Source: an optimization exercise on an open RTL-to-GDS flow (aim: small area, a short achievable clock period and few clock cycles per item). Production flows keep margins and buffers that such runs may drop.
Function was not checked in any run shown here: the RTL went through the layout flow alone.
No activity file was given, so power comes from the tool's default toggle rates.

[design/flow/design.v]
package gen_ctrl_pkg;
  typedef struct packed {
    logic [47:0] dst_mac;
    logic [31:0] dst_ip;
    logic [23:0] base_psn;
  } qp_ctx_t;
  typedef enum logic [2:0] {
    IDLE,
    SEND,
    READ,
    WRITE,
    DONE
  } gen_phase_e;
endpackage
package roce_hdr_pkg;
  typedef enum logic [7:0] {
    SEND      = 8'h04,
    READ_RESP = 8'h10,
    ACK       = 8'h11
  } frame_kind_e;
  typedef struct packed {
    logic [47:0] dst_mac;
    logic [47:0] src_mac;
    logic [15:0] ethertype;
  } eth_hdr_t;
  typedef struct packed {
    logic [7:0]  ver_ihl;
    logic [7:0]  tos;
    logic [15:0] total_len;
    logic [15:0] ident;
    logic [15:0] flags_frag;
    logic [7:0]  ttl;
    logic [7:0]  protocol;
    logic [15:0] checksum;
    logic [31:0] src_ip;
    logic [31:0] dst_ip;
  } ipv4_hdr_t;
  typedef struct packed {
    logic [15:0] src_port;
    logic [15:0] dst_port;
    logic [15:0] length;
    logic [15:0] checksum;
  } udp_hdr_t;
  typedef struct packed {
    logic [7:0]  opcode;
    logic [7:0]  flags;
    logic [15:0] pkey;
    logic [7:0]  rsvd0;
    logic [23:0] dst_qp;
    logic [7:0]  rsvd1;
    logic [23:0] psn;
  } bth_t;
  typedef struct packed {
    eth_hdr_t    eth;
    ipv4_hdr_t   ipv4;
    udp_hdr_t    udp;
    bth_t        bth;
    logic [31:0] aeth;
  } roce_hdr_t;
endpackage
module qp_context_table (
  input  logic                     core_clk,
  input  logic                     core_aresetn,
  input  logic                     we_i,
  input  logic [2-1:0]     wr_idx_i,
  input  gen_ctrl_pkg::qp_ctx_t    wr_ctx_i,
  output logic [4-1:0]     vld_o,
  output logic [4*104-1:0] ctx_o
);
  localparam int CTX_W = 104;   
  for (genvar i = 0; i < 4; i++) begin : g_entry
    always_ff @(posedge core_clk) begin
      if (we_i && (wr_idx_i == 2'(i))) begin
        ctx_o[i*CTX_W +: CTX_W] <= wr_ctx_i;
      end
    end
    always_ff @(posedge core_clk or negedge core_aresetn) begin
      if (!core_aresetn) begin
        vld_o[i] <= 1'b0;
      end else if (we_i && (wr_idx_i == 2'(i))) begin
        vld_o[i] <= 1'b1;
      end
    end
  end
endmodule
module roce_pkt_gen_top (
  input  logic                    core_clk,
  input  logic                    core_aresetn,
  input  logic                    start_i,
  input  logic [47:0]             src_mac_i,
  input  logic [31:0]             src_ip_i,
  input  logic                    cfg_we_i,
  input  logic [2-1:0]    cfg_qp_i,
  input  logic [47:0]             cfg_mac_i,
  input  logic [31:0]             cfg_ip_i,
  input  logic [23:0]             cfg_psn_i,
  input  logic [512-1:0]      wqe_tdata_i,
  input  logic                    wqe_tvalid_i,
  input  logic                    tx_tready_i,
  output logic [512-1:0]      tx_tdata_o,
  output logic [64-1:0]  tx_tkeep_o,
  output logic                    tx_tvalid_o,
  output logic                    tx_tlast_o,
  output logic                    post_rd_wqe_o,
  output logic                    post_wr_wqe_o,
  output logic                    send_done_o,
  output logic                    read_done_o,
  output logic                    write_done_o
);
  function automatic logic [15:0] oc_add(input logic [15:0] a, input logic [15:0] b);
    logic [15:0] p, g, gp, pp, gn, pn;
    logic [15:0] c;
    p  = a ^ b;
    g  = a & b;
    gp = g;
    pp = p;
    for (int d = 1; d < 16; d = d * 2) begin
      gn = gp;
      pn = pp;
      for (int i = d; i < 16; i++) begin
        gn[i] = gp[i] | (pp[i] & gp[i-d]);
        pn[i] = pp[i] & pp[i-d];
      end
      gp = gn;
      pp = pn;
    end
    c[0] = gp[15];
    for (int i = 1; i < 16; i++) begin
      c[i] = gp[i-1] | (pp[i-1] & gp[15]);
    end
    oc_add = p ^ c;
  endfunction
  function automatic logic [23:0] add24(input logic [23:0] a, input logic [23:0] b);
    logic [23:0] p, g, gp, pp, gn, pn;
    p  = a ^ b;
    g  = a & b;
    gp = g;
    pp = p;
    for (int d = 1; d < 24; d = d * 2) begin
      gn = gp;
      pn = pp;
      for (int i = d; i < 24; i++) begin
        gn[i] = gp[i] | (pp[i] & gp[i-d]);
        pn[i] = pp[i] & pp[i-d];
      end
      gp = gn;
      pp = pn;
    end
    add24 = p ^ {gp[22:0], 1'b0};
  endfunction
  logic [3:0]            tbl_vld;
  logic [4*104-1:0]      tbl_ctx;
  gen_ctrl_pkg::qp_ctx_t cfg_ctx;
  assign cfg_ctx = {cfg_mac_i, cfg_ip_i, cfg_psn_i};
  qp_context_table i_qp_context_table (
    .core_clk     (core_clk),
    .core_aresetn (core_aresetn),
    .we_i         (cfg_we_i),
    .wr_idx_i     (cfg_qp_i),
    .wr_ctx_i     (cfg_ctx),
    .vld_o        (tbl_vld),
    .ctx_o        (tbl_ctx)
  );
  logic        started_q;
  logic        tvalid_q;
  logic        last_q;      
  logic [4:0]  fcnt_q;      
  logic [2:0]  beat_q;      
  logic [4:0]  nf_q;        
  logic [4:0]  rcnt_q;      
  logic        pend_q;      
  logic        dfull_q;     
  logic        post_rd_q;
  logic        post_wr_q;
  logic [23:0] dqp_q;
  logic [23:0] dpsn_q;
  logic        sip_ok_q;    
  logic        ks_ok_q;
  logic cur_send, cur_read, accept, ld, same;
  assign cur_send = ~fcnt_q[4] & ~fcnt_q[3];
  assign cur_read = ~fcnt_q[4] &  fcnt_q[3];
  assign accept   = tvalid_q & tx_tready_i;
  assign ld       = ~tvalid_q | tx_tready_i;    
  assign same     = tvalid_q & ~last_q;         
  logic n_send, n_read, n_ok, start_frame;
  assign n_send      = ~nf_q[4] & ~nf_q[3];
  assign n_read      = ~nf_q[4] &  nf_q[3];
  assign n_ok        = started_q & ks_ok_q & ~(nf_q[4] & nf_q[3]) & (n_send | dfull_q);
  assign start_frame = ld & ~same & n_ok;
  logic       tvalid_d;
  logic [4:0] nf_d;
  assign tvalid_d = ~ld | same | n_ok;
  assign nf_d     = start_frame ? nf_q + 5'd1 : nf_q;
  logic arrive, dfull_d, pend_n, can_req;
  assign arrive  = wqe_tvalid_i & pend_q;
  assign dfull_d = arrive | (dfull_q & ~(start_frame & ~n_send));
  assign pend_n  = pend_q & ~arrive;
  assign can_req = started_q & ~rcnt_q[4] & ~pend_n &
                   (~dfull_d | (~tvalid_d & (nf_q[4] | nf_q[3] | (start_frame & (nf_q[2:0] == 3'd7)))));
  logic       k_send, k_read, k_last;
  logic [2:0] k_idx;
  logic [2:0] k_beat;
  assign k_send = same ? cur_send : n_send;
  assign k_read = same ? cur_read : n_read;
  assign k_idx  = same ? fcnt_q[2:0] : nf_q[2:0];
  assign k_beat = same ? beat_q + 3'd1 : 3'd0;
  assign k_last = same ? (cur_send ? (k_beat == 3'd2) : (k_beat == 3'd4)) : ~n_send & ~n_read;
  always_ff @(posedge core_clk or negedge core_aresetn) begin
    if (!core_aresetn) begin
      started_q <= 1'b0;
      tvalid_q  <= 1'b0;
      last_q    <= 1'b0;
      fcnt_q    <= '0;
      beat_q    <= '0;
      nf_q      <= '0;
      rcnt_q    <= '0;
      pend_q    <= 1'b0;
      dfull_q   <= 1'b0;
      post_rd_q <= 1'b0;
      post_wr_q <= 1'b0;
    end else begin
      started_q <= started_q | start_i;
      tvalid_q  <= tvalid_d;
      if (ld) begin
        last_q <= k_last;
      end
      if (accept) begin
        fcnt_q <= fcnt_q + 5'(last_q);
        beat_q <= last_q ? 3'd0 : beat_q + 3'd1;
      end
      nf_q      <= nf_d;
      rcnt_q    <= can_req ? rcnt_q + 5'd1 : rcnt_q;
      pend_q    <= pend_n | can_req;
      dfull_q   <= dfull_d;
      post_rd_q <= can_req & ~rcnt_q[3];
      post_wr_q <= can_req &  rcnt_q[3];
    end
  end
  always_ff @(posedge core_clk) begin
    if (arrive) begin
      dqp_q  <= {wqe_tdata_i[47*8 +: 8],
                 wqe_tdata_i[(47+1)*8 +: 8],
                 wqe_tdata_i[(47+2)*8 +: 8]};
      dpsn_q <= {wqe_tdata_i[51*8 +: 8],
                 wqe_tdata_i[(51+1)*8 +: 8],
                 wqe_tdata_i[(51+2)*8 +: 8]};
    end
  end
  logic [1:0]  dsel;
  logic [1:0]  sel0, sel1;
  logic [3:0]  soh0, soh1, soh_d;
  logic [3:0]  soh_q;
  logic [31:0] dip0, dip1, dip_d;
  logic [31:0] dip_q;
  assign dsel  = arrive ? wqe_tdata_i[(47+2)*8 +: 2] : dqp_q[1:0];
  assign sel0  = n_send ? nf_q[1:0] : dsel;
  assign sel1  = (nf_q[4:3] == 2'b00 && nf_q[2:0] != 3'd7) ? nf_q[1:0] + 2'd1 : dsel;
  always_comb begin
    dip0 = '0;
    dip1 = '0;
    for (int e = 0; e < 4; e++) begin
      soh0[e] = tbl_vld[e] & (sel0 == 2'(e));
      soh1[e] = tbl_vld[e] & (sel1 == 2'(e));
      dip0    = dip0 | ({32{soh0[e]}} & tbl_ctx[e*104 + 24 +: 32]);
      dip1    = dip1 | ({32{soh1[e]}} & tbl_ctx[e*104 + 24 +: 32]);
    end
  end
  assign soh_d = start_frame ? soh1 : soh0;
  assign dip_d = start_frame ? dip1 : dip0;
  always_ff @(posedge core_clk) begin
    soh_q <= soh_d;
    dip_q <= dip_d;
  end
  logic [47:0] rd_mac;
  logic [23:0] rd_psn;
  always_comb begin
    rd_mac = '0;
    rd_psn = '0;
    for (int e = 0; e < 4; e++) begin
      rd_mac = rd_mac | ({48{soh_q[e]}} & tbl_ctx[e*104 + 56 +: 48]);
      rd_psn = rd_psn | ({24{soh_q[e]}} & tbl_ctx[e*104 +: 24]);
    end
  end
  logic [15:0] csum_k, ks_x, ks_c, cs_x, cs_c;
  logic [31:0] sip_q;
  logic [15:0] ks_q;
  logic [15:0] csum;
  assign csum_k = n_send ? 16'h959b : n_read ? 16'h964f : 16'h954f;
  assign ks_x = csum_k ^ sip_q[31:16] ^ sip_q[15:0];
  assign ks_c = (csum_k & sip_q[31:16]) | (csum_k & sip_q[15:0]) | (sip_q[31:16] & sip_q[15:0]);
  always_ff @(posedge core_clk) begin
    sip_q <= src_ip_i;
    ks_q  <= oc_add(ks_x, {ks_c[14:0], ks_c[15]});
  end
  always_ff @(posedge core_clk or negedge core_aresetn) begin
    if (!core_aresetn) begin
      sip_ok_q <= 1'b0;
      ks_ok_q  <= 1'b0;
    end else begin
      sip_ok_q <= 1'b1;
      ks_ok_q  <= sip_ok_q;
    end
  end
  assign cs_x = ks_q ^ dip_q[31:16] ^ dip_q[15:0];
  assign cs_c = (ks_q & dip_q[31:16]) | (ks_q & dip_q[15:0]) | (dip_q[31:16] & dip_q[15:0]);
  assign csum = ~oc_add(cs_x, {cs_c[14:0], cs_c[15]});
  logic [15:0]  ip_len;
  logic [7:0]   opcode;
  logic [23:0]  h_qp;
  logic [23:0]  h_psn;
  logic [431:0] hdr_be;    
  assign ip_len = n_send ? 16'd124 : n_read ? 16'd304 : 16'd48;
  assign opcode = n_send ? 8'h04 : n_read ? 8'h10 : 8'h11;
  assign h_qp   = n_send ? 24'(nf_q[1:0]) : dqp_q;
  assign h_psn  = n_send ? add24(rd_psn, 24'(nf_q[2:0])) : dpsn_q;
  assign hdr_be = {rd_mac, src_mac_i, 16'h0800,
                   8'h45, 8'hb8, ip_len, 16'h5555, 16'h4000, 8'hba, 8'h11, csum,
                   src_ip_i, dip_q,
                   16'h6851, 16'h12b7, 16'(ip_len - 16'd20), 16'h0000,
                   opcode, 8'h30, 16'h666f, 8'h05, h_qp, 8'h00, h_psn};
  logic [7:0]         pay, cur_pay, e_pay;
  logic               e_b0, e_send, e_read, e_last;
  logic [2:0]         e_beat;
  logic [15:0]        e_ip_len;
  logic [7:0]         e_opcode;
  logic [431:0]       hdr_s_be;
  logic [512-1:0] tdata_q;
  logic [2:0]         keep_q;
  assign pay     = {3'b000, k_read, 4'(k_idx) + 4'd1};
  assign cur_pay = {3'b000, cur_read, 4'(fcnt_q[2:0]) + 4'd1};
  assign e_b0    = ld ? ~same  : (beat_q == 3'd0);
  assign e_send  = ld ? k_send : cur_send;
  assign e_read  = ld ? k_read : cur_read;
  assign e_beat  = ld ? k_beat : beat_q;
  assign e_last  = ld ? k_last : last_q;
  assign e_pay   = ld ? pay    : cur_pay;
  assign e_ip_len = e_send ? 16'd124 : e_read ? 16'd304 : 16'd48;
  assign e_opcode = e_send ? 8'h04 : e_read ? 8'h10 : 8'h11;
  assign hdr_s_be = {48'h0, src_mac_i, 16'h0800,
                     8'h45, 8'hb8, e_ip_len, 16'h5555, 16'h4000, 8'hba, 8'h11, 16'h0000,
                     src_ip_i, 32'h0,
                     16'h6851, 16'h12b7, 16'(e_ip_len - 16'd20), 16'h0000,
                     e_opcode, 8'h30, 16'h666f, 8'h05, 24'h0, 8'h00, 24'h0};
  for (genvar j = 0; j < 64; j++) begin : g_lane
    if (j < 6 || (j >= 24 && j < 26) || (j >= 30 && j < 34) || (j >= 47 && j < 54 && j != 50)) begin : g_data
      always_ff @(posedge core_clk) begin
        if (ld) begin
          tdata_q[j*8 +: 8] <= same ? pay : hdr_be[(53-j)*8 +: 8];
        end
      end
    end else if (j < 54) begin : g_hdr
      always_ff @(posedge core_clk) begin
        tdata_q[j*8 +: 8] <= e_b0 ? hdr_s_be[(53-j)*8 +: 8] : e_pay;
      end
    end else if (j < 58) begin : g_aeth
      always_ff @(posedge core_clk) begin
        tdata_q[j*8 +: 8] <= (e_b0 & ~e_send) ? 8'h00 : e_pay;
      end
    end else if (j < 62) begin : g_icrc
      always_ff @(posedge core_clk) begin
        tdata_q[j*8 +: 8] <= (e_read & (e_beat == 3'd4)) ? 8'h00 : e_pay;
      end
    end else begin : g_pay
      always_ff @(posedge core_clk) begin
        tdata_q[j*8 +: 8] <= e_pay;
      end
    end
  end
  always_ff @(posedge core_clk) begin
    keep_q <= {~e_last, ~(e_last & ~e_read), ~(e_last & e_send)};
  end
  assign tx_tdata_o    = tdata_q;
  assign tx_tkeep_o    = {{2{keep_q[2]}}, {4{keep_q[1]}}, {52{keep_q[0]}}, 6'h3f};
  assign tx_tlast_o    = last_q;
  assign tx_tvalid_o   = tvalid_q;
  assign post_rd_wqe_o = post_rd_q;
  assign post_wr_wqe_o = post_wr_q;
  assign send_done_o   = fcnt_q[4] | fcnt_q[3];
  assign read_done_o   = fcnt_q[4];
  assign write_done_o  = fcnt_q[4] & fcnt_q[3];
endmodule
[design/flow/flow/run.sh]
#!/bin/bash
# The standard ORFS layout (standard.sh: standard synthesis, floorplan,
# placement, CTS, routing, finish), run with different optimisation settings:
#  - repair_timing aims for 6.6 ns of setup slack at the 10 ns clock, so that
#    the layout is sized for a short achieved period;
#  - every port still gets its own buffer, but the smallest one (buf_1);
#  - CTS clusters up to 24 sinks per clkbuf_16 leaf, without dummy loads.
# Each tool's full log is under orfs/logs/; the make output goes to
# flow_standard.log in this folder.
set -euo pipefail
export SETUP_SLACK_MARGIN=6.6
export BUFFER_PORTS_ARGS="-buffer_cell sky130_fd_sc_hd__buf_1"
export CTS_ARGS="-sink_clustering_enable -repair_clock_nets -dont_use_dummy_load -sink_clustering_size 24 -sink_clustering_max_diameter 120 -buf_list {sky130_fd_sc_hd__clkbuf_16} -root_buf sky130_fd_sc_hd__clkbuf_16"
bash standard.sh > flow_standard.log 2>&1
[design/flow/standard.sh]
#!/bin/bash
# synth_recipe.tcl (not shown) runs the flow's synth.tcl, then flattens the netlist and writes it again
# the make line also repeats each setting of config.mk as NAME=value (left out here)
make -C /OpenROAD-flow-scripts/flow DESIGN_CONFIG=/design/flow/config.mk WORK_HOME=/design/flow/orfs CLKGATE_MAP_FILE= SYNTH_SCRIPT=/design/flow/synth_recipe.tcl "${@:-finish}"
[design/flow/config.mk]
export PLATFORM = sky130hd
export DESIGN_NAME = roce_pkt_gen_top
export DESIGN_NICKNAME = roce_pkt_gen_top
export VERILOG_FILES = /design/flow/design.v
export SDC_FILE = /design/flow/constraint.sdc
export NUM_CORES = 4
export LEC_CHECK = 0
export CAP_MARGIN = 20
export CORE_AREA = 10 10 450 450
export DIE_AREA = 0 0 460 460
export PLACE_DENSITY = 0.75
export SLEW_MARGIN = 20
[design/flow/constraint.sdc]
create_clock -name core_clock -period 10.0 [get_ports {core_clk}]
set_input_delay 2.0000 -clock core_clock [delete_from_list [all_inputs] [get_ports {core_clk}]]
set_output_delay 2.0000 -clock core_clock [all_outputs]
set_load 0.01 [all_outputs]
==> summary.txt, run 1 <==
Placement
  • Placed cell count: 5381
  • HPWL after DPL: 97000 um
  • Buffers added on ports: 730
  • Routability congestion estimate: 0.976
  • Minimum setup slack after placement: 4520 ps

Setup path
  • Cell mode on critical path: buf_6
  • Beginning of the worst register-to-register path: dip_q[10]
  • Worst r2r path cells: 10
  • R2r setup slk: 6620 ps
  • Slowest-stage cell, CP: dfxtp_4
  • Worst setup SP type: register
  • Critical path class: reg -> out
  • Critical path cell sequence: buf_6, buf_12, buf_16, buf_6
  • Crit. End Element: output port
  • CP Data Required Time: 8000 ps
  • End of the worst register-to-register path: tx_tdata_o[201]
  • CP Max Fanout: 7
  • Arrival @ worst endpoint: 1520 ps
  • Stage delay of the slowest cell on the critical path: 370 ps

Die
  • Vertical extent of the die: 460 um
  • Starting utilization of the core area: 17.4%
  • Die extent in x: 460 um
  • Boundary pin count: 1287
  • Floorplan Core Area: 193000 um^2
  • Number of cell rows: 161
  • Die Outline Area: 212000 um^2

Layout
  • Fraction of layout instances using a drive strength above 1: 14.7%
  • Nets: 3739
  • Layout Cells excl Fill: 5502
  • Fill cell total of the finished layout: 20300
  • Area grow syn2layout: 20.5%
  • Multi-input logic area: 8200 um^2
  • Area of all sequential standard cells: 23100 um^2

STA
  • Setup slack of the critical path after layout: 6480 ps
  • Actual transition at the worst max-transition pin: 1080 ps
  • Final critical-path required period: 3520 ps
  • Part of the cycle the worst path needs: 35.2%
  • Worst clock skew: 95.8 ps
  • Total of endpoints with negative setup slack in the final report: 0
  • Number of slew-limit violations in the final report: 0
  • Final count of hold timing violations: 0
  • RSZ-0062 raised after global routing: yes
  • Achievable Freq: 284 MHz
  • Normalized max-slew margin: 27.6%
  • Final setup TNS: 0 ps

Power and ir drop
  • Ratio of total power to cell area: 351 nW/um^2
  • Maximum vdd ir drop: 0.000200 V
  • Static power due to leakage: 14.2 nW
  • Total power: 0.0141 W

Clock tree
  • Count of H-tree levels built during CTS: 2
  • Clk Tree Root Cell: clkbuf_16
  • CTS tree: built
  • Clock-pin slew reported for the worst setup and hold paths after clock tree synthesis: 100 ps
  • Insertion delay of the later-clocked pin in the worst-skew pair: 700 ps
  • Number of CTS-inserted buffers: 45
  • Number of sinks on the clock net: 841
  • Max Buffers Root-to-Sink: 3

Global route
  • Initial antenna violation count: 75
  • GRT Util Overall: 11.6%
  • First-pass GRT wire length: 173000 um
  • Total congestion overflow after global routing: 0
  • Pin count of the biggest net entering global routing: 118
  • Number of global-route vias before repair: 21200

Min path
  • Instance count along the most critical hold path: 0
  • Worst hold path class: reg -> reg
  • Source of the worst hold timing path: sip_ok_q
  • Sink of the worst hold path: ks_ok_q

Yosys
  • Post-synthesis average cell area: 13.9 um^2
  • Most frequent cell after synthesis: edfxtp_1
  • Count of flip-flops with a built-in enable after synthesis: 608
  • Commonest cells in the netlist: edfxtp_1, buf_4, nand2_1
  • Largest area contributor in the netlist: edfxtp_1
  • Number of warnings issued by yosys: 2
  • Async set or reset register ratio after synthesis: 3.69%
  • Post-Syn Area: 33500 um^2
  • Synthesized flop and latch total: 841
  • Dominant register cell in the synthesized netlist: edfxtp_1
  • Synth top area share: 54.5%
  • Ranking of synthesized cells by area: edfxtp_1, dfxtp_1, buf_4
  • Count of distinct cell types in the synthesized netlist: 81
  • Number of cells produced by synthesis: 2417
  • Register area share after synthesis: 68.9%

Route
  • Routed wire length: 133000 um
  • First drt pass iteration count: 6
  • Via density per instance: 4.00
  • Mean routed wirelength per cell: 24.2 um
  • DRC violations left: 0
  • Count of routing violations after the opening detailed-route iteration: 2413
  • Number of nets with antenna violations after routing: 0
  • DR vias: 22000

Outcome
  • Outcome: complete, no violations

Job
  • Number of max-cap violations: 0
-- stage by stage --
stage          instance area (um^2)  hold slack, ps  utilization, %
2_1_floorplan                 34100             331               -
3_3_place_gp                  37400             335            19.4
3_5_place_dp                  37400             338            19.4
4_1_cts                       39800             377            20.7
5_1_grt                       40300             382            20.9
6_report                      40300             385            21.0
-- worst max-delay path by stage --
stage               cells past startpoint  slack, ps                           to         from
finish                                  4       6480               tx_tkeep_o[11]    keep_q[0]
floorplan                               1       4890  i_qp_context_table.ctx_o[0]     cfg_we_i
detailed placement                      7       4520               tx_tdata_o[64]  tx_tready_i
global placement                        7       4260               tx_tdata_o[64]  tx_tready_i
CTS                                     4       6430               tx_tkeep_o[29]    keep_q[0]
global route                            4       6410               tx_tkeep_o[32]    keep_q[0]
-- worst max-delay path: cells and delay by family (launching register included) --
family / cells / cell delay, ps
buf+inv: 4 / 490
flops: 1 / 370
-- report_power, final --
part           switching [W]  internal, W  total, W
Sequential          0.000536      0.00480   0.00534
Combinational        0.00456      0.00236   0.00692
Clock                0.00109     0.000801   0.00189
-- logic make-up (layout without fill, tap and decap cells) --
kind of cell | after synthesis | in the layout | share of synthesized area, %
AO/OA/AOI/OAI | 486 | 488 | 10.5
AND/OR/NAND/NOR | 464 | 468 | 6.45
other | 2 | 111 | 0.0224
buffers and inverters | 483 | 927 | 9.01
XOR/XNOR | 55 | 55 | 1.44
adder cells (fa/ha/maj) | 79 | 79 | 3.39
multiplexers | 7 | 7 | 0.232
flip-flops | 841 | 841 | 68.9
-- routing by layer --
| layer | GRT usage (%) | vias up | share of wire [%] |
|---|---|---|---|
| met5 | 0 | - | 0.15 |
| met4 | 5.69 | 38 | 4.8 |
| met3 | 4.46 | 221 | 11 |
| met2 | 18.1 | 1329 | 45 |
| met1 | 13.9 | 10900 | 38 |
| li1 | - | 9496 | - |
-- layout by cell type, fill, tap and decap left out, drive strengths merged, types with 31 or more instances in the layout --
cell and instances:
dfrtp 31, a21oi 92, clkbuf 82, o21ai 57, dfxtp 202, nor2 67, nand3 35, xnor2 39
nand2 223, edfxtp 608, a21o 37, o21a 34, and2 51, a22oi 100, a221oi 35, a222oi 32
inv 68, conb 93, ha 54, buf 771
-- what timing repair did --
item,4_1_cts,5_1_grt
hold buffers,0,0
gates cloned,8,3
endpoints found under the setup margin,709,179
setup buffers,35,12
pin swaps,9,9
resized for setup,269,130
-- sequential cells by signal (all words and copies together), names as in the netlist, 3 cells and up --
signal,count
sip_q,32
tx_tdata_o,259
dpsn_q,24
rcnt_q,5
fcnt_q,5
soh_q,4
nf_q,5
ks_q,16
dip_q,32
i_qp_context_table.ctx_o,416
beat_q,3
i_qp_context_table.vld_o,4
dqp_q,24
keep_q,3
-- layout make-up --
| type | count | area share, % |
|---|---|---|
| Sequential cell | 841 | 57.3 |
| Timing Repair inverter | 1 | 0.0124 |
| Timing Repair Buffer | 811 | 10.9 |
| Multi-Input combinational cell | 1190 | 20.3 |
| Clock buffer | 45 | 2.79 |
| Antenna cell | 18 | 0.112 |
| Tap cell | 2526 | 7.83 |
| Inverter | 70 | 0.701 |
==> run 2: changes to the inputs <==
==> design/flow/flow/run.sh (replaced) <==
#!/bin/bash
set -euo pipefail
export SETUP_SLACK_MARGIN=6.5
export BUFFER_PORTS_ARGS="-buffer_cell sky130_fd_sc_hd__buf_1"
export CTS_ARGS="-sink_clustering_enable -repair_clock_nets -dont_use_dummy_load -sink_clustering_size 12 -buf_list {sky130_fd_sc_hd__clkbuf_8} -root_buf sky130_fd_sc_hd__clkbuf_16"
bash standard.sh > flow_standard.log 2>&1
==> summary.txt, run 2 <==
Route
  • DRC violations left: 0 (unchanged)
  • Via density per instance: 4.00 (about the same)
  • First drt pass iteration count: 11 (was 6)
  • Number of nets with antenna violations after routing: 0 (unchanged)
  • DR vias: 22400 (was 22000)
  • Mean routed wirelength per cell: 24.9 um (was 24.2 um)
  • Routed wire length: 139000 um (was 133000 um)
  • Count of routing violations after the opening detailed-route iteration: 2362 (was 2413)

STA
  • Worst clock skew: 71.0 ps (was 95.8 ps)
  • Number of slew-limit violations in the final report: 0 (unchanged)
  • Achievable Freq: 278 MHz (was 284 MHz)
  • RSZ-0062 raised after global routing: yes (unchanged)
  • Final count of hold timing violations: 0 (unchanged)
  • Final critical-path required period: 3600 ps (was 3520 ps)
  • Normalized max-slew margin: 11.1% (was 27.6%)
  • Final setup TNS: 0 ps (unchanged)
  • Actual transition at the worst max-transition pin: 1330 ps (was 1080 ps)
  • Part of the cycle the worst path needs: 36.0% (was 35.2%)
  • Total of endpoints with negative setup slack in the final report: 0 (unchanged)

Min path
  • Sink of the worst hold path: ks_ok_q (unchanged)
  • Instance count along the most critical hold path: 0 (unchanged)
  • Source of the worst hold timing path: sip_ok_q (unchanged)
  • Worst hold path class: reg -> reg (unchanged)

Layout
  • Number of flip-flops under the largest register name: 416 (unchanged)
  • Area grow syn2layout: 21.3% (was 20.5%)
  • Leading cell type in the layout, fill and taps excluded: buf_1 (was edfxtp_1)
  • Reg with most FFs: i_qp_context_table.ctx_o (unchanged)
  • Nets: 3833 (was 3739)
  • Fraction of layout instances using a drive strength above 1: 14.2% (was 14.7%)
  • Leading cell types in the layout, fill and taps excluded: buf_1, edfxtp_1, nand2_1 (was edfxtp_1, buf_1, nand2_1)

Yosys
  • Commonest cells in the netlist: edfxtp_1, buf_4, nand2_1 (unchanged)
  • Async set or reset register ratio after synthesis: 3.69% (unchanged)
  • Largest area contributor in the netlist: edfxtp_1 (unchanged)
  • Most frequent cell after synthesis: edfxtp_1 (unchanged)
  • Count of distinct cell types in the synthesized netlist: 81 (unchanged)
  • Ranking of synthesized cells by area: edfxtp_1, dfxtp_1, buf_4 (unchanged)
  • Synthesized flop and latch total: 841 (unchanged)
  • Post-Syn Area: 33500 um^2 (unchanged)
  • Number of warnings issued by yosys: 2 (unchanged)
  • Number of cells produced by synthesis: 2417 (unchanged)
  • Count of flip-flops with a built-in enable after synthesis: 608 (unchanged)
  • Register area share after synthesis: 68.9% (unchanged)
  • Synth top area share: 54.5% (unchanged)
  • Post-synthesis average cell area: 13.9 um^2 (unchanged)
  • Dominant register cell in the synthesized netlist: edfxtp_1 (unchanged)

Global route
  • First-pass GRT wire length: 179000 um (was 173000 um)
  • Met1 Use GR: 14.4% (was 13.9%)
  • Total congestion overflow after global routing: 0 (unchanged)
  • Number of global-route vias before repair: 21800 (was 21200)
  • GRT met2 Usage: 18.9% (was 18.1%)
  • Initial antenna violation count: 84 (was 75)
  • Pin count of the biggest net entering global routing: 62 (was 118)
  • Most crowded layer after global routing: met2 (unchanged)
  • Met3 track demand over resource: 4.59% (was 4.46%)
  • GRT Util Overall: 12.1% (was 11.6%)

Power and ir drop
  • Static power due to leakage: 14.3 nW (was 14.2 nW)
  • Ratio of total power to cell area: 365 nW/um^2 (was 351 nW/um^2)
  • Total power: 0.0148 W (was 0.0141 W)
  • Maximum vdd ir drop: 0.000180 V (was 0.000200 V)

Placement
  • Buffers added on ports: 730 (unchanged)
  • HPWL after DPL: 100000 um (was 97000 um)
  • Routability congestion estimate: 0.910 (was 0.976)

Setup path
  • Beginning of the worst register-to-register path: dip_q[0] (was dip_q[10])
  • Worst r2r path cells: 9 (was 10)
  • Crit. End Element: register (was output port)
  • R2r setup slk: 6610 ps (was 6620 ps)
  • Critical path class: in -> reg (was reg -> out)
  • Arrival @ worst endpoint: 3900 ps (was 1520 ps)
  • CP Max Fanout: 61 (was 7)
  • Worst setup SP type: input port (was register)
  • End of the worst register-to-register path: tx_tdata_o[196] (was tx_tdata_o[201])
  • CP Data Required Time: 10300 ps (was 8000 ps)

Clock tree
  • Number of CTS-inserted buffers: 148 (was 45)
  • Number of sinks on the clock net: 841 (unchanged)
  • Insertion delay of the later-clocked pin in the worst-skew pair: 720 ps (was 700 ps)
  • Clock-pin slew reported for the worst setup and hold paths after clock tree synthesis: 50 ps (was 100 ps)
  • Count of H-tree levels built during CTS: 4 (was 2)
  • Clk Tree Root Cell: clkbuf_16 (unchanged)
  • CTS tree: built (unchanged)
  • Max Buffers Root-to-Sink: 3 (unchanged)

Die
  • Boundary pin count: 1287 (unchanged)
  • Vertical extent of the die: 460 um (unchanged)
  • Die extent in x: 460 um (unchanged)
  • Die Outline Area: 212000 um^2 (unchanged)
  • Number of cell rows: 161 (unchanged)
  • Starting utilization of the core area: 17.4% (unchanged)
  • Floorplan Core Area: 193000 um^2 (unchanged)

Outcome
  • Outcome: complete, no violations (unchanged)

Job
  • Number of max-cap violations: 0 (unchanged)
-- run 2: changes by cell type in the layout (fill, tap and decap cells not counted), moves of 10 or more --
cell       change
buf_1         +87
buf_12        -14
buf_2         -42
buf_6         -49
clkbuf_16     -42
clkbuf_2      +10
clkbuf_8     +146
-- run 2: timing repair --
action                                  CTS  global route
setup buffers                            30            10
gates resized for setup                 128            92
gates cloned                              4             5
hold buffers                              0             0
endpoints found under the hold margin     0             0
endpoints found under the setup margin  734           314
pin swaps                                 5             8
-- run 2: kinds of logic (layout without fill, tap and decap cells) --
| kind of cell | count (synthesis) | in the layout | synth area share [%] |
|---|---|---|---|
| AOI/OAI and AO/OA | 486 | 486 | 10.5 |
| xor gates and xnor gates | 55 | 55 | 1.44 |
| adders and majority gates | 79 | 79 | 3.39 |
| buffers and inverters | 483 | 1022 | 9.01 |
| DFF | 841 | 841 | 68.9 |
| muxes | 7 | 7 | 0.232 |
| other | 2 | 118 | 0.0224 |
| and+or+nand+nor | 464 | 469 | 6.45 |
-- run 2: critical path, stage by stage --
cell and delay [ps]:
buf_1 560, and3b_4 720, buf_8 530
-- run 2: through the flow --
step	hold slack [ps]	instances	utilization (%)	setup slack (ps)	instance area (um^2)
floorplan	331	2508	-	4890	34000
global placement	334	5381	19.4	4780	37400
detailed placement	353	5381	19.4	4690	37400
CTS	365	5563	20.9	6400	40200
global route	382	5588	21.1	6430	40600
finish	357	5603	21.1	6400	40600
-- run 2: where the power goes --
part	switching (W)	total, W	internal [W]
logic	0.00460	0.00680	0.00220
registers	0.000589	0.00540	0.00481
clock network	0.00130	0.00261	0.00131
-- run 2: metal layers --
| layer | wire length, um | vias up |
|---|---|---|
| li1 | - | 9692 |
| met1 | 54000 | 11100 |
| met2 | 63300 | 1263 |
| met3 | 14600 | 293 |
| met4 | 7260 | 48 |
| met5 | 311 | - |
-- run 2: final cells by class --
type                    count  area (um^2)
repair buffers            804         3820
clock buffers             148         2050
multi-input cells        1189         8100
diodes                     25         62.6
fillers                 20500       152000
flip-flops and latches    841        23100
inverters                  70          273
well taps                2526         3160
-- run 2: worst max path at each step --
stage / slack, ps / to / from
floorplan: 4890 / i_qp_context_table.ctx_o[0] / cfg_we_i
global placement: 4780 / tx_tdata_o[80] / tx_tready_i
detailed placement: 4690 / tx_tdata_o[64] / tx_tready_i
CTS: 6400 / send_done_o / fcnt_q[4]
global route: 6430 / i_qp_context_table.ctx_o[168] / cfg_qp_i[0]
finish: 6400 / i_qp_context_table.ctx_o[168] / cfg_qp_i[0]
==> run 3: changes to the inputs <==
--- a/design/flow/design.v
+++ b/design/flow/design.v
@@ -169,13 +169,13 @@
   logic [4:0]  nf_q;        
   logic [4:0]  rcnt_q;      
   logic        pend_q;      
-  logic        dfull_q;     
+  logic [1:0]  dcnt_q;      
   logic        post_rd_q;
   logic        post_wr_q;
   logic [23:0] dqp_q;
   logic [23:0] dpsn_q;
-  logic        sip_ok_q;    
-  logic        ks_ok_q;
+  logic [23:0] dqp1_q;
+  logic [23:0] dpsn1_q;
   logic cur_send, cur_read, accept, ld, same;
   assign cur_send = ~fcnt_q[4] & ~fcnt_q[3];
   assign cur_read = ~fcnt_q[4] &  fcnt_q[3];
@@ -185,18 +185,27 @@
   logic n_send, n_read, n_ok, start_frame;
   assign n_send      = ~nf_q[4] & ~nf_q[3];
   assign n_read      = ~nf_q[4] &  nf_q[3];
-  assign n_ok        = started_q & ks_ok_q & ~(nf_q[4] & nf_q[3]) & (n_send | dfull_q);
+  assign n_ok        = started_q & ks_ok_q & ~(nf_q[4] & nf_q[3]) & (n_send | (dcnt_q != 2'd0));
   assign start_frame = ld & ~same & n_ok;
   logic       tvalid_d;
   logic [4:0] nf_d;
   assign tvalid_d = ~ld | same | n_ok;
   assign nf_d     = start_frame ? nf_q + 5'd1 : nf_q;
-  logic arrive, dfull_d, pend_n, can_req;
+  logic       arrive, consume, pend_n, can_req;
+  logic [1:0] dcnt_d;
+  logic [23:0] wqe_qp, wqe_psn;
   assign arrive  = wqe_tvalid_i & pend_q;
-  assign dfull_d = arrive | (dfull_q & ~(start_frame & ~n_send));
+  assign consume = start_frame & ~n_send;
+  assign dcnt_d  = dcnt_q + 2'(arrive) - 2'(consume);
   assign pend_n  = pend_q & ~arrive;
+  assign wqe_qp  = {wqe_tdata_i[47*8 +: 8],
+                    wqe_tdata_i[(47+1)*8 +: 8],
+                    wqe_tdata_i[(47+2)*8 +: 8]};
+  assign wqe_psn = {wqe_tdata_i[51*8 +: 8],
+                    wqe_tdata_i[(51+1)*8 +: 8],
+                    wqe_tdata_i[(51+2)*8 +: 8]};
   assign can_req = started_q & ~rcnt_q[4] & ~pend_n &
-                   (~dfull_d | (~tvalid_d & (nf_q[4] | nf_q[3] | (start_frame & (nf_q[2:0] == 3'd7)))));
+                   (~dcnt_d[1] | (~tvalid_d & (nf_q[4] | nf_q[3] | (start_frame & (nf_q[2:0] == 3'd7)))));
   logic       k_send, k_read, k_last;
   logic [2:0] k_idx;
   logic [2:0] k_beat;
@@ -215,7 +224,7 @@
       nf_q      <= '0;
       rcnt_q    <= '0;
       pend_q    <= 1'b0;
-      dfull_q   <= 1'b0;
+      dcnt_q    <= '0;
       post_rd_q <= 1'b0;
       post_wr_q <= 1'b0;
     end else begin
@@ -231,42 +240,49 @@
       nf_q      <= nf_d;
       rcnt_q    <= can_req ? rcnt_q + 5'd1 : rcnt_q;
       pend_q    <= pend_n | can_req;
-      dfull_q   <= dfull_d;
+      dcnt_q    <= dcnt_d;
       post_rd_q <= can_req & ~rcnt_q[3];
       post_wr_q <= can_req &  rcnt_q[3];
     end
   end
   always_ff @(posedge core_clk) begin
-    if (arrive) begin
-      dqp_q  <= {wqe_tdata_i[47*8 +: 8],
-                 wqe_tdata_i[(47+1)*8 +: 8],
-                 wqe_tdata_i[(47+2)*8 +: 8]};
-      dpsn_q <= {wqe_tdata_i[51*8 +: 8],
-                 wqe_tdata_i[(51+1)*8 +: 8],
-                 wqe_tdata_i[(51+2)*8 +: 8]};
+    if (consume) begin
+      if (dcnt_q == 2'd2) begin
+        dqp_q  <= dqp1_q;
+        dpsn_q <= dpsn1_q;
+      end else begin
+        dqp_q  <= wqe_qp;
+        dpsn_q <= wqe_psn;
+      end
+    end else if (arrive && dcnt_q == 2'd0) begin
+      dqp_q  <= wqe_qp;
+      dpsn_q <= wqe_psn;
+    end
+    if (arrive && dcnt_q != 2'd0) begin
+      dqp1_q  <= wqe_qp;
+      dpsn1_q <= wqe_psn;
     end
   end
   logic [1:0]  dsel;
-  logic [1:0]  sel0, sel1;
-  logic [3:0]  soh0, soh1, soh_d;
+  logic [1:0]  sel0, sel1, sel_d;
+  logic [3:0]  soh_d;
   logic [3:0]  soh_q;
-  logic [31:0] dip0, dip1, dip_d;
+  logic [31:0] dip_d;
   logic [31:0] dip_q;
-  assign dsel  = arrive ? wqe_tdata_i[(47+2)*8 +: 2] : dqp_q[1:0];
+  logic [1:0] dsel_c;
+  assign dsel   = (arrive && dcnt_q == 2'd0) ? wqe_qp[1:0] : dqp_q[1:0];
+  assign dsel_c = (dcnt_q == 2'd2) ? dqp1_q[1:0] : wqe_qp[1:0];
   assign sel0  = n_send ? nf_q[1:0] : dsel;
-  assign sel1  = (nf_q[4:3] == 2'b00 && nf_q[2:0] != 3'd7) ? nf_q[1:0] + 2'd1 : dsel;
+  assign sel1  = (nf_q[4:3] == 2'b00 && nf_q[2:0] != 3'd7) ? nf_q[1:0] + 2'd1 :
+                 n_send ? dsel : dsel_c;
+  assign sel_d = start_frame ? sel1 : sel0;
   always_comb begin
-    dip0 = '0;
-    dip1 = '0;
+    dip_d = '0;
     for (int e = 0; e < 4; e++) begin
-      soh0[e] = tbl_vld[e] & (sel0 == 2'(e));
-      soh1[e] = tbl_vld[e] & (sel1 == 2'(e));
-      dip0    = dip0 | ({32{soh0[e]}} & tbl_ctx[e*104 + 24 +: 32]);
-      dip1    = dip1 | ({32{soh1[e]}} & tbl_ctx[e*104 + 24 +: 32]);
+      soh_d[e] = tbl_vld[e] & (sel_d == 2'(e));
+      dip_d    = dip_d | ({32{soh_d[e]}} & tbl_ctx[e*104 + 24 +: 32]);
     end
   end
-  assign soh_d = start_frame ? soh1 : soh0;
-  assign dip_d = start_frame ? dip1 : dip0;
   always_ff @(posedge core_clk) begin
     soh_q <= soh_d;
     dip_q <= dip_d;
@@ -284,6 +300,7 @@
   logic [15:0] csum_k, ks_x, ks_c, cs_x, cs_c;
   logic [31:0] sip_q;
   logic [15:0] ks_q;
+  logic        sip_ok_q, ks_ok_q;
   logic [15:0] csum;
   assign csum_k = n_send ? 16'h959b : n_read ? 16'h964f : 16'h954f;
   assign ks_x = csum_k ^ sip_q[31:16] ^ sip_q[15:0];
==> summary.txt, run 3 <==
Outcome
  • Outcome: complete, no violations (unchanged)

STA
  • Final setup TNS: 0 ps (unchanged)
  • Total of endpoints with negative setup slack in the final report: 0 (unchanged)
  • Part of the cycle the worst path needs: 38.0% (was 36.0%)
  • Normalized max-slew margin: 23.0% (was 11.1%)
  • Achievable Freq: 263 MHz (was 278 MHz)
  • Final critical-path required period: 3800 ps (was 3600 ps)
  • Final count of hold timing violations: 0 (unchanged)
  • Worst slack on hold paths: 346 ps (was 357 ps)
  • Number of slew-limit violations in the final report: 0 (unchanged)
  • RSZ-0062 raised after global routing: yes (unchanged)
  • Setup slack of the critical path after layout: 6200 ps (was 6400 ps)
  • Actual transition at the worst max-transition pin: 1150 ps (was 1330 ps)
  • Worst clock skew: 95.1 ps (was 71.0 ps)

Yosys
  • Count of distinct cell types in the synthesized netlist: 66 (was 81)
  • Ranking of synthesized cells by area: edfxtp_1, dfxtp_1, buf_4 (unchanged)
  • Post-Syn Area: 35300 um^2 (was 33500 um^2)
  • Number of cells produced by synthesis: 2457 (was 2417)
  • Post-synthesis average cell area: 14.3 um^2 (was 13.9 um^2)
  • Number of warnings issued by yosys: 2 (unchanged)
  • Count of flip-flops with a built-in enable after synthesis: 656 (was 608)
  • Synth top area share: 55.9% (was 54.5%)
  • Dominant register cell in the synthesized netlist: edfxtp_1 (unchanged)
  • Async set or reset register ratio after synthesis: 3.60% (was 3.69%)
  • Synthesized flop and latch total: 890 (was 841)
  • Most frequent cell after synthesis: edfxtp_1 (unchanged)
  • Commonest cells in the netlist: edfxtp_1, buf_4, dfxtp_1 (was edfxtp_1, buf_4, nand2_1)
  • Register area share after synthesis: 69.6% (was 68.9%)
  • Largest area contributor in the netlist: edfxtp_1 (unchanged)

Clock tree
  • Number of sinks on the clock net: 890 (was 841)
  • Clock-pin slew reported for the worst setup and hold paths after clock tree synthesis: 50 ps (about the same)
  • Max Buffers Root-to-Sink: 3 (unchanged)
  • Clk Tree Root Cell: clkbuf_16 (unchanged)
  • Hold_buf cts: 0 (unchanged)
  • CTS tree: built (unchanged)
  • Insertion delay of the later-clocked pin in the worst-skew pair: 750 ps (was 720 ps)
  • Number of CTS-inserted buffers: 159 (was 148)
  • Count of H-tree levels built during CTS: 4 (unchanged)

Min path
  • Worst hold path class: reg -> reg (unchanged)
  • Source of the worst hold timing path: sip_ok_q (unchanged)
  • Instance count along the most critical hold path: 0 (unchanged)

Layout
  • Leading cell types in the layout, fill and taps excluded: edfxtp_1, buf_1, nand2_1 (was buf_1, edfxtp_1, nand2_1)
  • Area of all sequential standard cells: 24600 um^2 (was 23100 um^2)
  • Number of flip-flops under the largest register name: 416 (unchanged)
  • Area grow syn2layout: 26.4% (was 21.3%)
  • Reg with most FFs: i_qp_context_table.ctx_o (unchanged)
  • Fill cell total of the finished layout: 20100 (was 20500)
  • Post-route cell area: 44600 um^2 (was 40600 um^2)
  • Leading cell type in the layout, fill and taps excluded: edfxtp_1 (was buf_1)
  • Nets: 3938 (was 3833)
  • Multi-input logic area: 9180 um^2 (was 8100 um^2)
  • Fraction of layout instances using a drive strength above 1: 22.3% (was 14.2%)

Setup path
  • Crit. Startpoint: wqe_tvalid_i (was cfg_qp_i[0])
  • Critical path class: in -> reg (unchanged)
  • CP Data Required Time: 10630 ps (was 10300 ps)
  • Beginning of the worst register-to-register path: dip_q[13] (was dip_q[0])
  • CP Max Fanout: 8 (was 61)
  • Largest delay contributor family on the critical path: multiplexers (was buffers and inverters)
  • Slowest-stage cell, CP: mux4_2 (was and3b_4)
  • Crit. End Element: register (unchanged)
  • Worst setup SP type: input port (unchanged)
  • Buffer and inverter count on the worst path: 5 (was 2)
  • Arrival @ worst endpoint: 4430 ps (was 3900 ps)
  • Stage delay of the slowest cell on the critical path: 540 ps (was 720 ps)
  • Logic depth of the worst setup path including buffers: 12 (was 3)
  • Critical path cell sequence: buf_6, nor4bb_4, mux2_4, mux2_4, mux4_2, buf_6, nor3b_4, buf_12, buf_12, buf_16, a22oi_2, nand2_1 (was buf_1, and3b_4, buf_8)
  • Worst r2r path cells: 10 (was 9)

Power and ir drop
  • Clk pwr share: 16.9% (was 17.6%)
  • Ratio of total power to cell area: 368 nW/um^2 (was 365 nW/um^2)
  • Static power due to leakage: 15.9 nW (was 14.3 nW)
  • Maximum vdd ir drop: 0.000200 V (was 0.000180 V)
  • Relative contribution of sequential cells to total power: 34.4% (was 36.5%)
  • Cell Int Power: 0.00945 W (was 0.00832 W)
  • NetSw: 0.00693 W (was 0.00649 W)
  • Logic pwr share: 48.7% (was 45.9%)
  • Switching share of total power: 42.3% (was 43.8%)

Die
  • Starting utilization of the core area: 18.3% (was 17.4%)
  • Boundary pin count: 1287 (unchanged)
  • Vertical extent of the die: 460 um (unchanged)
  • Die extent in x: 460 um (unchanged)
  • Die Outline Area: 212000 um^2 (unchanged)
  • Floorplan Core Area: 193000 um^2 (unchanged)
  • Number of cell rows: 161 (unchanged)

Global route
  • GRT Util Overall: 12.8% (was 12.1%)
  • Pin count of the biggest net entering global routing: 106 (was 62)
  • Initial antenna violation count: 76 (was 84)
  • First-pass GRT wire length: 189000 um (was 179000 um)
  • Number of global-route vias before repair: 22700 (was 21800)
  • Total congestion overflow after global routing: 0 (unchanged)

Route
  • DR vias: 23100 (was 22400)
  • Mean routed wirelength per cell: 25.8 um (was 24.9 um)
  • Via density per instance: 4.04 (was 4.00)
  • Number of nets with antenna violations after routing: 0 (unchanged)
  • DRC violations left: 0 (unchanged)
  • First drt pass iteration count: 6 (was 11)
  • Count of routing violations after the opening detailed-route iteration: 2234 (was 2362)
  • Routed wire length: 147000 um (was 139000 um)

Placement
  • Dpl cell area: 39700 um^2 (was 37400 um^2)
  • Routability congestion estimate: 0.856 (was 0.910)
  • HPWL after DPL: 100000 um (about the same)
  • Buffers added on ports: 730 (unchanged)
  • Minimum setup slack after placement: 3870 ps (was 4690 ps)

Job
  • Number of max-cap violations: 0 (unchanged)
==> run 3: cell count changes after synthesis, sizes merged, moves of 13 or more <==
| cell | delta |
|---|---|
| a21oi | -14 |
| mux2 | +51 |
| edfxtp | +48 |
| a22oi | +59 |
| a222oi | -32 |
| nand3 | -16 |
| nand2 | -30 |
| nor2b | -13 |
==> run 3: metrics by stage <==
stage / util [%] / power [W] / std cells
global route: 23.1 / 0.0173 / 5691
CTS: 22.5 / 0.0160 / 5647
finish: 23.1 / 0.0164 / 5706
detailed placement: 20.6 / 0.0122 / 5421
floorplan: - / 0.00974 / 2548
global placement: 20.6 / 0.0122 / 5421
==> run 3: layout make-up <==
class,count,share of cell area [%]
Timing Repair inverter,3,0.0590
Multi-Input combinational cell,1190,20.6
Timing Repair Buffer,855,11.4
Inverter,58,0.553
Clock buffer,159,4.94
Antenna cell,25,0.140
Tap cell,2526,7.09
Sequential cell,890,55.3
==> run 3: path summary, 6_finish.rpt <==
check	endpoint	slack (ps)
max in group asynchronous	last_q	7950
hold reg to reg	ks_ok_q	350
setup / recovery	dip_q[12]	6200
setup reg to reg	tx_tdata_o[194]	6580
min in group asynchronous	post_wr_q	1410
hold / removal	ks_ok_q	350
==> run 3: power by group through the flow <==
stage	logic (W)	clock network, W	registers [W]
final	0.00798	0.00276	0.00563
after global placement	0.00639	0	0.00576
after global routing	0.00859	0.00303	0.00571
after detailed placement	0.00643	0	0.00578
after CTS	0.00748	0.00287	0.00567
after floorplan	0.00404	0	0.00570
==> run 3: metal layers <==
metal  GRT usage, %  up-vias  share of wire [%]
li1               -     9970                  -
met1           15.0    11500                 38
met2           20.4     1199                 46
met3           5.87      289                 12
met4           4.89       58                3.8
met5              0        -               0.25
==> run 3: cell families (layout without fill, tap and decap cells) <==
group	count (synthesis)	count (layout)	share of synthesized area, %
multiplexers	61	61	1.98
buffers and inverters	473	1075	8.49
XOR/XNOR	68	68	1.69
other	2	118	0.0213
AO/OA/AOI/OAI	472	472	9.42
adder cells (fa/ha/maj)	81	81	3.29
flip-flops	890	890	69.6
AND/OR/NAND/NOR	410	415	5.49
==> run 3: what timing repair did <==
item | in CTS | in global routing
buffers inserted | 54 | 21
resized for setup | 246 | 209
cloned | 13 | 13
endpoints found under the setup margin | 585 | 181
pin swaps | 34 | 55

-- re-timing with driven ports --
In the flow no input, the clock included, has a driving cell. The finished layouts below were timed again as built, in two steps. Step 1 sets driving cells, clkbuf_16 on the clock port and buf_2 on the other inputs (assumed; they add their load-dependent delay and slew). Step 2 also shifts input and output timing later by t, the mid clock arrival at the registers, as if the neighbouring blocks saw the same clock. Slacks: no drivers / after step 1 / after step 2; pairs: no drivers / after step 1.
run | t (ns) | setup slack, ns | clock arrival spread, ns | worst data-port slew with drivers (ns) | pins driven straight from the clock port
run 1 | 0.717 | 6.476 / 6.412 / 5.811 | 0.104 / 0.104 | 0.26 | 1
run 2 | 0.762 | 6.404 / 6.376 / 5.614 | 0.119 / 0.119 | 0.28 | 1
run 3 | 0.760 | 6.198 / 6.075 / 5.315 | 0.135 / 0.135 | 0.25 | 1
After both steps setup and hold are still met in every run listed. The setup slack of run 3, which loses most, moves by -0.123 ns with the drivers and by -0.883 ns with both steps.
